Source: an optimization exercise on an open RTL-to-GDS flow (aim: small area, a short achievable clock period and few clock cycles per item). Production flows keep margins and buffers that such runs may drop. Function was not checked in any run shown here: the RTL went through the layout flow alone. Power figures rest on the tool's default switching activity, not on a simulated workload.

--- config.mk ---
export PLATFORM = sky130hd
export DESIGN_NAME = mul_div_unit
export DESIGN_NICKNAME = mul_div_unit
export VERILOG_FILES = /design/flow/design.v
export SDC_FILE = /design/flow/constraint.sdc
export NUM_CORES = 4
export LEC_CHECK = 0
export CAP_MARGIN = 20
export CORE_MARGIN = 2
export CORE_UTILIZATION = 40
export SLEW_MARGIN = 20
--- constraint.sdc ---
create_clock -name core_clock -period 5.0 [get_ports {Clk}]
set_input_delay 1.0000 -clock core_clock [delete_from_list [all_inputs] [get_ports {Clk}]]
set_output_delay 1.0000 -clock core_clock [all_outputs]
set_load 0.01 [all_outputs]
--- design.v ---
module mul_div_unit #(
    parameter int WIDTH = 64
) (
    input  logic             Clk,
    input  logic             Reset,
    input  logic             Start,
    input  logic [2:0]       Op,
    input  logic [WIDTH-1:0] BusA,
    input  logic [WIDTH-1:0] BusB,
    input  logic [4:0]       DestReg,
    output logic             Busy,
    output logic             Done,
    output logic [WIDTH-1:0] Result,
    output logic [4:0]       RW,
    output logic             RegWr
);
    localparam int CW = $clog2(WIDTH);        
    localparam logic [2:0] OP_MUL   = 3'b000;
    localparam logic [2:0] OP_UMULH = 3'b001;
    localparam logic [2:0] OP_SMULH = 3'b010;
    localparam logic [2:0] OP_UDIV  = 3'b011;
    localparam logic [2:0] OP_SDIV  = 3'b100;
    function automatic logic [CW-1:0] topbit(input logic [WIDTH-1:0] v);
        logic [CW-1:0] z [WIDTH];
        logic          nz [WIDTH];
        logic [CW-1:0] zh, zl;
        logic          nh, nl;
        for (int i = 0; i < WIDTH; i++) begin
            nz[i] = v[i];
            z[i]  = '0;
        end
        for (int l = 0; l < CW; l++) begin
            for (int i = 0; i < (WIDTH >> (l + 1)); i++) begin
                nh = nz[2*i+1]; zh = z[2*i+1];
                nl = nz[2*i];   zl = z[2*i];
                nz[i] = nh | nl;
                z[i]  = nh ? zh : (zl | (1 << l));
            end
        end
        topbit = nz[0] ? ~z[0] : '0;
    endfunction
    function automatic logic ones_run(input logic [WIDTH-1:0] v);
        logic r;
        r = 1'b1;
        for (int i = 0; i < WIDTH - 1; i++) if (v[i+1] && !v[i]) r = 1'b0;
        ones_run = r;
    endfunction
    function automatic logic shorter(input logic [WIDTH-1:0] p, input logic [WIDTH-1:0] q);
        logic [WIDTH-1:0] above;     
        above[WIDTH-1] = p[WIDTH-1];
        for (int i = WIDTH - 2; i >= 0; i--) above[i] = above[i+1] | p[i];
        shorter = |(q & ~above);
    endfunction
    logic             r_busy;      
    logic             r_done;      
    logic             r_first;     
    logic             r_prep;      
    logic             r_div;       
    logic             r_negq;      
    logic             r_selhi;     
    logic             r_swap;      
    logic             r_msg;       
    logic             r_inv;       
    logic             r_rs;        
    logic             r_ax;        
    logic             r_ay;        
    logic             r_e;         
    logic             r_pinc;      
    logic             r_pdec;      
    logic             r_dbit;      
    logic [CW-1:0]    r_cnt;       
    logic [CW-1:0]    r_ta, r_tb;  
    logic             r_ea, r_eb;  
    logic             r_nzb;       
    logic             r_sb;        
    logic [4:0]       r_rw;
    logic [WIDTH-1:0] r_x;         
    logic [WIDTH-1:0] r_y;         
    logic [WIDTH-1:0] r_lo;        
    logic [WIDTH-1:0] r_hi;        
    logic             w_is_mul, w_is_div, w_msgn, w_dsgn;
    logic             w_sa, w_sb, w_nza, w_nzb;
    logic [WIDTH-1:0] w_va, w_vb;
    logic             w_swap, w_zero, w_first_neg;
    assign w_is_mul = (Op == OP_MUL) || (Op == OP_UMULH) || (Op == OP_SMULH);
    assign w_is_div = (Op == OP_UDIV) || (Op == OP_SDIV);
    assign w_msgn   = (Op == OP_MUL) || (Op == OP_SMULH);
    assign w_dsgn   = (Op == OP_SDIV);
    assign w_sa  = (w_msgn || w_dsgn) && BusA[WIDTH-1];
    assign w_sb  = (w_msgn || w_dsgn) && BusB[WIDTH-1];
    assign w_va  = BusA ^ {WIDTH{w_sa}};
    assign w_vb  = BusB ^ {WIDTH{w_sb}};
    assign w_nza = |w_va;
    assign w_nzb = |w_vb;
    assign w_swap      = w_is_mul && shorter(w_vb, w_va);
    assign w_first_neg = w_swap ? w_sb : w_sa;
    assign w_zero = !(w_is_mul || w_is_div)
                 || (w_is_mul && ((!w_nza && !w_sa) || (!w_nzb && !w_sb)))
                 || (w_is_div && (!w_nzb && !w_sb))
                 || (w_is_div && (!w_nza && !w_sa));
    logic [CW-1:0]    w_cnt0, w_cnt;
    logic [CW:0]      w_lena, w_lenb;
    logic             w_dzero;
    assign w_cnt0  = (r_swap ? r_tb : r_ta) + (r_swap ? r_eb : r_ea);
    assign w_cnt   = r_first ? w_cnt0 : r_cnt;
    assign w_lena  = {1'b0, r_ta} + r_ea;
    assign w_lenb  = r_nzb ? ({1'b0, r_tb} + 1'b1) : {{CW{1'b0}}, r_sb};
    assign w_dzero = r_first && r_div && (w_lena + 1'b1 < w_lenb);
    logic [WIDTH-1:0] w_add_a, w_add_b;
    logic             w_cin;
    logic [WIDTH:0]   w_sum;
    logic             w_c, w_rs, w_q;
    logic [WIDTH-1:0] w_hi_next, w_lo_next;
    logic             w_last;
    logic             w_nbit;
    assign w_add_a = {r_lo[WIDTH-2:0], r_div & r_dbit};
    assign w_add_b = ((r_x & {WIDTH{r_ax}}) | (r_y & {WIDTH{r_ay}})) ^ {WIDTH{r_inv}};
    assign w_cin   = r_inv;
    logic [WIDTH-1:0] w_g [CW+1];
    logic [WIDTH-1:0] w_p [CW+1];
    logic [WIDTH-1:0] w_p0;
    always_comb begin
        w_p0      = w_add_a ^ w_add_b;
        w_g[0]    = w_add_a & w_add_b;
        w_p[0]    = w_p0;
        w_g[0][0] = w_g[0][0] | (w_p0[0] & w_cin);
        for (int l = 0; l < CW; l++) begin
            w_g[l+1] = w_g[l];
            w_p[l+1] = w_p[l];
            for (int i = 0; i < WIDTH; i++) begin
                if ((i >> l) & 1) begin
                    w_g[l+1][i] = w_g[l][i] | (w_p[l][i] & w_g[l][((i >> l) << l) - 1]);
                    w_p[l+1][i] = w_p[l][i] & w_p[l][((i >> l) << l) - 1];
                end
            end
        end
    end
    assign w_sum = {w_g[CW][WIDTH-1], w_p0 ^ {w_g[CW][WIDTH-2:0], w_cin}};
    assign w_c   = w_sum[WIDTH];
    assign w_rs      = r_lo[WIDTH-1] ^ r_sb ^ r_inv ^ w_c;
    assign w_q       = !w_rs && !r_prep;
    assign w_lo_next = w_sum[WIDTH-1:0];
    logic             w_b0;
    logic [WIDTH-1:0] w_hm, w_hfix;
    assign w_b0 = r_div ? (w_q ^ r_negq) : r_lo[WIDTH-1];
    logic [WIDTH-1:0] w_ta [CW+1];
    always_comb begin
        w_ta[0] = {r_hi[WIDTH-2:0] ^ {(WIDTH-1){r_pdec}}, r_pinc || r_pdec};
        for (int l = 0; l < CW; l++) begin
            w_ta[l+1] = w_ta[l];
            for (int i = 0; i < WIDTH; i++)
                if ((i >> l) & 1) w_ta[l+1][i] = w_ta[l][i] & w_ta[l][((i >> l) << l) - 1];
        end
        w_hm = w_ta[CW];
    end
    assign w_hfix    = r_hi ^ w_hm;
    assign w_hi_next = {w_hfix[WIDTH-2:0], w_b0};
    assign w_last = (w_cnt == '0) && !r_prep;
    assign w_nbit = !w_last && (r_swap ? r_y[w_cnt - 1'b1] : r_x[w_cnt - 1'b1]);
    always_ff @(posedge Clk or posedge Reset) begin
        if (Reset) begin
            r_busy <= 1'b0;
            r_done <= 1'b0;
        end else if (!r_busy) begin
            r_done <= Start && w_zero;
            r_busy <= Start && !w_zero;
        end else if (w_last || w_dzero) begin
            r_busy <= 1'b0;
            r_done <= 1'b1;
        end
    end
    always_ff @(posedge Clk) begin
        if (!r_busy) begin
            if (Start) begin
                r_rw    <= DestReg;
                r_first <= 1'b1;
                r_div   <= w_is_div;
                r_negq  <= w_dsgn && (w_sa ^ w_sb);
                r_selhi <= (Op != OP_MUL);
                r_swap  <= w_swap;
                r_msg   <= w_msgn;
                r_prep  <= w_dsgn && BusA[WIDTH-1];
                r_y     <= BusB;
                r_ta    <= topbit(w_va);
                r_tb    <= topbit(w_vb);
                r_ea    <= w_nza && w_sa && (!w_is_div || ones_run(w_va));
                r_eb    <= w_nzb && w_sb;
                r_nzb   <= w_nzb;
                r_sb    <= w_sb;
                r_ax    <= (w_is_mul && w_swap) || (w_dsgn && BusA[WIDTH-1]);
                r_ay    <= (w_is_div && !(w_dsgn && BusA[WIDTH-1])) || (w_is_mul && !w_swap);
                r_inv   <= w_is_div ? (!w_sb || BusA[WIDTH-1]) : w_first_neg;
                r_e     <= w_is_mul && ((w_msgn && (w_swap ? BusA[WIDTH-1] : BusB[WIDTH-1])) ^ w_first_neg);
                r_dbit  <= !(w_dsgn && BusA[WIDTH-1]);
                r_rs    <= 1'b0;
            end
        end else if (r_prep) begin
            r_prep <= 1'b0;
            r_ax   <= 1'b0;
            r_ay   <= 1'b1;
            r_inv  <= !r_sb;
            r_dbit <= 1'b1;
        end else begin
            r_first <= 1'b0;
            r_cnt   <= w_cnt - 1'b1;
            r_dbit  <= w_nbit;
            if (r_div) begin
                r_rs  <= w_rs;
                r_inv <= w_rs ^ !r_sb;
            end else begin
                r_ax  <= r_swap && w_nbit;
                r_ay  <= !r_swap && w_nbit;
                r_inv <= 1'b0;
                r_e   <= w_nbit && r_msg && (r_swap ? r_x[WIDTH-1] : r_y[WIDTH-1]);
            end
        end
    end
    always_ff @(posedge Clk) begin
        if (!r_busy) begin
            if (Start) r_x <= BusA;
        end else if (r_prep) begin
            r_x <= w_sum[WIDTH-1:0];
        end
    end
    always_ff @(posedge Clk) begin
        if (!r_busy) begin
            r_lo <= '0;
            r_hi <= {WIDTH{w_dsgn && (w_sa ^ w_sb) && !w_zero}};
        end else begin
            r_lo <= r_prep ? '0 : w_lo_next;
            r_hi <= w_dzero ? '0 : w_hi_next;
        end
    end
    always_ff @(posedge Clk) begin
        if (!r_busy) begin
            r_pinc <= 1'b0;
            r_pdec <= 1'b0;
        end else if (r_div) begin
            r_pinc <= r_negq && w_last && !w_dzero;
            r_pdec <= 1'b0;
        end else begin
            r_pinc <= w_c && !r_e;
            r_pdec <= r_e && !w_c;
        end
    end
    assign Busy   = r_busy;
    assign Done   = r_done;
    assign Result = r_selhi ? w_hfix : r_lo;
    assign RW     = r_rw;
    assign RegWr  = r_done && (r_rw != 5'd31);
endmodule
--- run.sh ---
#!/bin/bash
# synth_recipe.tcl (not shown) runs the flow's synth.tcl, then flattens the netlist and writes it again
# the make line also repeats each setting of config.mk as NAME=value (left out here)
make -C /OpenROAD-flow-scripts/flow DESIGN_CONFIG=/design/flow/config.mk WORK_HOME=/design/flow/orfs CLKGATE_MAP_FILE= SYNTH_SCRIPT=/design/flow/synth_recipe.tcl finish
==> reports/metrics.csv, run 1 <==
metric,value,unit
"flops & latches, synth",299,
Met2 Wirelength,37.2,mm
P_leak,10.4,nW
starting density of the core,0.406,
slew margin rel.,0.229,
final cell count without fillers,3680,
number of nets produced by synthesis,2918,
crit path launch type,register,
Tightest Pin Transition,1.15,ns
die height,244,um
vias in the first global route,21400,
Max VDD drop,0.382,mV
FF/Latch Area,7660,um2
CTS tree,built,
Tightest Hold Check Type,reg2reg,
antenna violations before repair,1,
Fin Hold WS,0.560,ns
Congestion Overflow GR,0,
peak clock frequency supported by timing,0.205,GHz
layout cell share with drive strength beyond 1,0.109,
Min-Delay Path Depth,2,
result of the run,finished clean,
number of cells on the worst reg-to-reg path,14,
Yosys warnings,8,
fin crit period,4.87,ns
Clock power frac,0.148,
clock transition at the registers of the reported paths,0.06,ns
number of slew-limit violations in the final report,0,
via total after detailed routing,22400,
mapped cell area,23000,um2
Async SR Flop Fraction,0.00669,
switching power of the nets,0.00868,W
worst flop-to-flop path startpoint,r_ax,
met3 wire len,7.62,mm
sequential share of power,0.231,
endpoint of the worst-slack reg-to-reg timing path,r_x[51],
CTS HTree Levels,2,
std cell rows,87,
Placement Setup Slack,-0.0395,ns
Nets,3116,
"EDFF count, synth",166,
pin count of the biggest net entering global routing,99,
TritonRoute pass-1 iters,6,
unique cell type count in the Yosys netlist,89,
Total Wirelength,87.7,mm
Clock Tree Buf Depth,3,
Worst Path Max Fanout,8,
cell-internal power,0.0109,W
Placer Congestion,1.02,
Core Box Area,56600,um2
Maximum Capacitance Violations,0,
Syn Inst Count,2699,
Switching Fraction,0.443,
Avg Inst Size Synth,8.51,um2
commonest register cell after synthesis,edfxtp_1,
start point of the critical path,r_pdec,
area of the multi-input gates,14300,um2
startpoint-to-endpoint class of the critical path,reg2out,
total clock sinks,299,
Die Footprint,59400,um2
clock tree root buffer cell,clkbuf_16,
portion of the post-synthesis area used by sequential elements,0.333,
routed length per instance,23.8,um
latest clock arrival within the worst-skew pair,0.57,ns
CP Capture Type,output port,
final cycle utilization of the critical path,0.974,
average vias per placed instance,6.10,
layout filler cell count,5384,
final hold vios,0,
cts bufs inserted,37,
Port Buf Inserts,210,
power per unit of standard cell area,701,nW/um2
terminating pin of the worst hold path,r_e,
GR Util All Layers,0.287,
fraction of power consumed by combinational cells,0.621,
routed metal-1 wire length,39.0,mm
highest metal used,met4,
minimum setup slack in the final design,0.129,ns
startpoint of the lowest-slack hold path,r_msg,
sum of net half-perimeters after detailed placement,68.4,mm
Die Width,244,um
# setup viols final,0,
setup tns final,0,ns
placed cell count,3605,
Residual DRC,0,
post-route antenna net violation count,0,
clk_skew,0.0279,ns
global-route wire length before repair,131,mm
area overhead of the layout relative to synthesis,21.7,%
critical path data required time,4.00,ns
violation count after the first detailed-routing iteration,2360,
number of top-level pins,211,
data arrival at the endpoint of the critical path,3.87,ns
"setup slack, reg-to-reg",0.34,ns
-- how the worst max path moves through the flow --
| stage | end | slack (ns) | cells after the start |
|---|---|---|---|
| after CTS | Result[34] | 0.007 | 10 |
| after global placement | r_hi[62] | 0.09 | 14 |
| final | Result[32] | 0.13 | 9 |
| after global routing | Result[32] | -0.003 | 9 |
| after floorplan | r_ax | 0.41 | 13 |
| after detailed placement | r_hi[30] | -0.04 | 14 |
-- metal layers --
metal | track usage | vias up
met2 | 0.426 | 1117
met4 | 0.115 | 0
met3 | 0.0449 | 184
met1 | 0.415 | 10800
li1 | - | 10400
met5 | 0 | -
-- worst max-delay path, cell delays in order (launching register included) --
cell,delay (ns)
dfxtp_4,0.40
or3b_1,0.37
mux2_2,0.30
nand2b_2,0.23
or4_4,0.49
buf_4,0.19
or3_1,0.38
xor2_1,0.20
a21oi_2,0.18
clkdlybuf4s50_1,0.55
-- cell families after synthesis --
| kind of cell | after synthesis | synth area share |
|---|---|---|
| xor+xnor | 245 | 0.0934 |
| flops | 299 | 0.333 |
| mux | 98 | 0.0673 |
| simple gates | 870 | 0.185 |
| compound gates | 811 | 0.225 |
| buf+inv | 296 | 0.0506 |
| fa+ha+maj | 80 | 0.0455 |
-- power by group through the flow --
stage                     clock network, W  logic, W  registers [W]
after global routing               0.00305    0.0133        0.00461
final                              0.00290    0.0122        0.00453
after detailed placement                 0    0.0118        0.00456
after CTS                          0.00295    0.0120        0.00451
after global placement                   0    0.0116        0.00453
after floorplan                          0   0.00838        0.00424
-- synthesized netlist by cell type (all sizes together), types with 7 or more instances --
cell,instances,share of area
o22ai,30,0.0082
a221oi,20,0.0079
mux4,42,0.041
inv,104,0.017
and2,53,0.014
nor3,62,0.014
o21ai,217,0.047
clkbuf,143,0.023
o21a,11,0.0036
a21oi,203,0.044
xnor2,179,0.068
a311oi,11,0.0045
nor3b,7,0.0023
a21o,27,0.0088
buf,46,0.0098
nand3b,9,0.0029
a22oi,71,0.023
mux2,32,0.016
o31ai,16,0.0052
o221ai,7,0.0027
and3,29,0.0079
o21bai,9,0.0029
a211oi,21,0.0069
a31oi,41,0.011
nand4,28,0.0076
a211o,7,0.0027
or3,23,0.0063
nor2,256,0.042
or4,9,0.0029
a21boi,9,0.0029
o211ai,29,0.0095
mux2i,24,0.010
nand2,201,0.033
nand2b,31,0.0084
nor2b,24,0.0065
nand3,70,0.015
xor2,66,0.025
ha,74,0.040
o2111ai,7,0.0027
nor4,31,0.0084
dfxtp,131,0.11
edfxtp,166,0.22
or2,12,0.0033
-- through the flow --
stage                     area [um2]  utilization  total power [W]
after floorplan                23000            -           0.0126
after global placement         26400        0.467           0.0161
after detailed placement       26400        0.467           0.0164
after CTS                      27900        0.492           0.0194
after global routing           28000        0.494           0.0209
final                          28000        0.494           0.0196
-- state kept, by name (all words and copies together) (netlist names), 5 cells and up --
register / cells
r_cnt: 6
r_hi: 64
r_lo: 64
r_rw: 5
r_ta: 6
r_tb: 6
r_x: 64
r_y: 64
-- final cells by class --
| type | instances | area share |
|---|---|---|
| flip-flops and latches | 299 | 0.274 |
| clock inverters | 14 | 0.00801 |
| inverters | 107 | 0.0144 |
| repair buffers | 348 | 0.120 |
| well taps | 756 | 0.0338 |
| clock buffers | 51 | 0.0391 |
| multi-input cells | 2104 | 0.510 |
| diodes | 1 | 0.0000895 |
-- what timing repair did --
item	CTS	global route
resized for setup	22	15
gates cloned	1	1
hold buffers	0	0
pin swaps	2	1
setup buffers	3	4
setup endpoints to repair	42	21
-- placed cells by master (no fill, tap or decap), types with 42 or more instances in the layout --
master	n
nand2_1	200
ha_1	74
mux4_2	42
nand3_1	70
o21ai_0	215
nor2_1	250
buf_4	122
dfxtp_1	130
a21oi_1	197
inv_1	102
a22oi_1	71
nor3_1	60
xor2_1	65
edfxtp_1	166
and2_1	53
clkdlybuf4s50_1	194
xnor2_1	179
==> inputs of run 2 (changes only) <==
--- a/config.mk
+++ b/config.mk
@@ -10,2 +10,5 @@
 export CORE_UTILIZATION = 40
+export CTS_BUF_LIST = sky130_fd_sc_hd__clkbuf_16
+export CTS_CLUSTER_DIAMETER = 60
+export CTS_CLUSTER_SIZE = 24
 export SLEW_MARGIN = 20
==> run 2 against run 1 <==
Compared with the run above: wire length fell by 0.12%; critical path depth increased by 2; utilization decreased by 0.40 points; setup slack improved by 0.013 ns; clock skew is 0.0095 ns lower; sequential share of layout area rose by 0.22 points; count of clock-buffer cells in the layout is 20 lower; sequential power is essentially flat; largest cell class unchanged; highest routed layer unchanged.
==> reports/metrics.csv, run 2 <==
metric,value,unit,change
slew margin rel.,0.209,,was 0.229
biggest area contributors in the synthesized netlist,"edfxtp_1 (22%), dfxtp_1 (11%), xnor2_1 (6.8%)",,unchanged
Met2 Wirelength,37.6,mm,was 37.2 mm
std cell rows,87,,unchanged
"EDFF count, synth",166,,unchanged
cell area reported after detailed placement,26400,um2,unchanged
highest metal used,met4,,unchanged
"leading cell type in the layout, fill and taps excluded",nor2_1,,unchanged
Die Footprint,59400,um2,unchanged
latest clock arrival within the worst-skew pair,0.62,ns,was 0.57 ns
mapped cell area,23000,um2,unchanged
routed length per instance,23.8,um,about the same
Avg Inst Size Synth,8.51,um2,unchanged
commonest register cell after synthesis,edfxtp_1,,unchanged
Clock Tree Buf Depth,3,,unchanged
area overhead of the layout relative to synthesis,20.7,%,was 21.7%
synthesized-area fraction occupied by adder cells,0.0455,,unchanged
CP Capture Type,output port,,unchanged
total power after layout,0.0192,W,was 0.0196 W
number of nets produced by synthesis,2918,,unchanged
"critical path, cell by cell",or3b_1 > mux2_2 > nand2b_4 > or4_4 > and4b_1 > buf_4 > nand2_1 > nor2_1 > xnor2_1 > a21oi_1 > clkdlybuf4s50_1,,was or3b_1 > mux2_2 > nand2b_2 > or4_4 > buf_4 > or3_1 > xor2_1 > a21oi_2 > clkdlybuf4s50_1
Tightest Pin Transition,1.18,ns,was 1.15 ns
share of the synthesized area in the top cell type,0.217,,unchanged
clock tree root buffer cell,clkbuf_16,,unchanged
post-route antenna net violation count,0,,unchanged
design area,27700,um2,was 28000 um2
cts bufs inserted,31,,was 37
library cell occupying the most area in the post-synthesis netlist,edfxtp_1,,unchanged
critical path data required time,4.00,ns,about the same
die height,244,um,unchanged
crit path launch type,register,,unchanged
Total Wirelength,87.5,mm,was 87.7 mm
Worst Path Max Fanout,8,,unchanged
Residual DRC,0,,unchanged
final antenna diode count,0,,was 1
peak clock frequency supported by timing,0.206,GHz,was 0.205 GHz
xor and xnor area share after synthesis,0.0934,,unchanged
# setup viols final,0,,unchanged
total clock sinks,299,,unchanged
clock transition at the registers of the reported paths,0.08,ns,was 0.06 ns
top-count cell post-synth,nor2_1,,unchanged
library cell contributing the largest single delay on the critical path,clkdlybuf4s50_1,,unchanged
via total after detailed routing,22400,,about the same
unique cell type count in the Yosys netlist,89,,unchanged
layout cell share with drive strength beyond 1,0.109,,about the same
average vias per placed instance,6.09,,was 6.10
number of top-level pins,211,,unchanged
multiplexer fraction of the synthesized cell area,0.0673,,unchanged
post-layout util,0.490,,was 0.494
P_leak,10.3,nW,was 10.4 nW
fin crit period,4.86,ns,was 4.87 ns
CTS HTree Levels,1,,was 2
TritonRoute pass-1 iters,6,,unchanged
routed metal-1 wire length,39.4,mm,was 39.0 mm
GR Util All Layers,0.285,,was 0.287
Nets,3113,,was 3116
Port Buf Inserts,210,,unchanged
portion of the post-synthesis area used by sequential elements,0.333,,unchanged
most frequent cells in the layout,"nor2_1 (251), o21ai_0 (215), nand2_1 (199)",,"was nor2_1 (250), o21ai_0 (215), nand2_1 (200)"
vias in the first global route,21400,,about the same
antenna violations before repair,1,,unchanged
clk_skew,0.0183,ns,was 0.0279 ns
result of the run,finished clean,,unchanged
Yosys warnings,8,,unchanged
Async SR Flop Fraction,0.00669,,unchanged
CTS tree,built,,unchanged
Fin Hold WS,0.531,ns,was 0.560 ns
Die Width,244,um,unchanged
main combinational cell family by area after synthesis,compound AO/OA/AOI/OAI gates,,unchanged
global-route wire length before repair,131,mm,about the same
violation count after the first detailed-routing iteration,2375,,was 2360
number of cells on the worst reg-to-reg path,14,,unchanged
startpoint-to-endpoint class of the critical path,reg2out,,unchanged
"flops & latches, synth",299,,unchanged
hold bufs inserted after CTS,0,,unchanged
most common library cells after synthesis,"nor2_1 (255), o21ai_0 (216), a21oi_1 (202)",,unchanged
final hold vios,0,,unchanged
Compound-Gate Fraction of Synth Area,0.225,,unchanged
met3 wire len,7.06,mm,was 7.62 mm
area share of and/or/nand/nor cells after synthesis,0.185,,unchanged
Congestion Overflow GR,0,,unchanged
power per unit of standard cell area,692,nW/um2,was 701 nW/um2
sum of net half-perimeters after detailed placement,68.4,mm,unchanged
delay contributed by the slowest stage of the critical path,0.56,ns,was 0.55 ns
number of slew-limit violations in the final report,0,,unchanged
starting density of the core,0.406,,unchanged
data arrival at the endpoint of the critical path,3.86,ns,was 3.87 ns
Core Box Area,56600,um2,unchanged
Max VDD drop,0.378,mV,was 0.382 mV
final cycle utilization of the critical path,0.972,,was 0.974
pin count of the biggest net entering global routing,99,,unchanged
Syn Inst Count,2699,,unchanged
Maximum Capacitance Violations,0,,unchanged
Placer Congestion,1.02,,unchanged
Tightest Hold Check Type,in2async,,was reg2reg
run 2: cell counts after synthesis:
No cell type changed its count.
run 2: stage by stage:
stage	std cells	setup slack, ns	TNS, ns
6_report	3674	0.142	0
4_1_cts	3668	-0.00349	-0.00349
2_1_floorplan	2699	0.414	0
3_5_place_dp	3605	-0.0395	-0.0499
3_3_place_gp	3605	0.0930	0
5_1_grt	3674	-0.00202	-0.00318
run 2: worst paths after layout:
path | start | slack [ns] | end
max in group asynchronous | Reset | 4.33 | r_busy
min in group core_clock | r_lo[63] | 0.58 | r_hi[0]
max reg2reg | r_ax | 0.28 | r_x[52]
min reg2reg | r_lo[63] | 0.58 | r_hi[0]
min | Reset | 0.53 | r_busy
max | r_pdec | 0.14 | Result[52]
run 2: final cells by class:
type | count | area (um2)
Multi-Input combinational cell | 2104 | 14300
Inverter | 107 | 403
Fill cell | 5403 | 28900
Timing Repair Buffer | 351 | 3380
Tap cell | 756 | 946
Clock inverter | 26 | 307
Sequential cell | 299 | 7660
Clock buffer | 31 | 776
run 2: critical path: cells and delay by family, from the launching register on:
kind,cells,cell delay [ns]
AND/OR/NAND/NOR,6,1.57
buffers and inverters,2,0.70
flip-flops,1,0.41
multiplexers,1,0.31
AO/OA/AOI/OAI,1,0.15
XOR/XNOR,1,0.10
run 2: where the power goes:
group | total (W) | internal (W) | switching, W
logic | 0.0122 | 0.00529 | 0.00687
registers | 0.00453 | 0.00386 | 0.000665
clock network | 0.00250 | 0.00130 | 0.00120
run 2: cell families after synthesis:
group                      count (synthesis)
muxes                                     98
xor gates and xnor gates                 245
buffers and inverters                    296
AOI/OAI and AO/OA                        811
and+or+nand+nor                          870
adders and majority gates                 80
DFF                                      299
run 2: per-layer routing:
| layer | GRT usage | vias to the layer above |
|---|---|---|
| li1 | - | 10400 |
| met1 | 0.414 | 10700 |
| met2 | 0.429 | 1080 |
| met3 | 0.0403 | 179 |
| met4 | 0.105 | 0 |
| met5 | 0 | - |
run 2: timing repair:
item | 4_1_cts | 5_1_grt
hold endpoints to repair | 0 | 0
setup buffers | 5 | 5
resized for setup | 30 | 10
endpoints found under the setup margin | 43 | 23
gates cloned | 1 | 1
pin swaps | 2 | 2

==> what the ideal ports hide <==
No port has a modelled driver above. Below, the same layouts with a new extraction and two added sets of constraints. Step 1 assumes that a clkbuf_16 drives the clock port and a buf_2 every other input. Step 2 moves the port delays by t, midway between the first and last clock arrival at a register: inputs arrive t later, outputs are due t later. That takes back most of the time a late clock gives input paths. Three values: ideal, step 1, step 2; two values: the first two.
| run | t (ns) | setup WS [ns] | latest minus earliest clock arrival (ns) |
|---|---|---|---|
| run 1 | 0.610 | 0.129 / 0.072 / -0.066 | 0.028 / 0.028 |
| run 2 | 0.676 | 0.142 / 0.082 / -0.032 | 0.022 / 0.022 |
With both steps, setup timing fails in run 1 and run 2, where it was met with ideal ports. The setup slack of run 1, which loses most, moves by -0.057 ns with the drivers and by -0.195 ns with both steps.
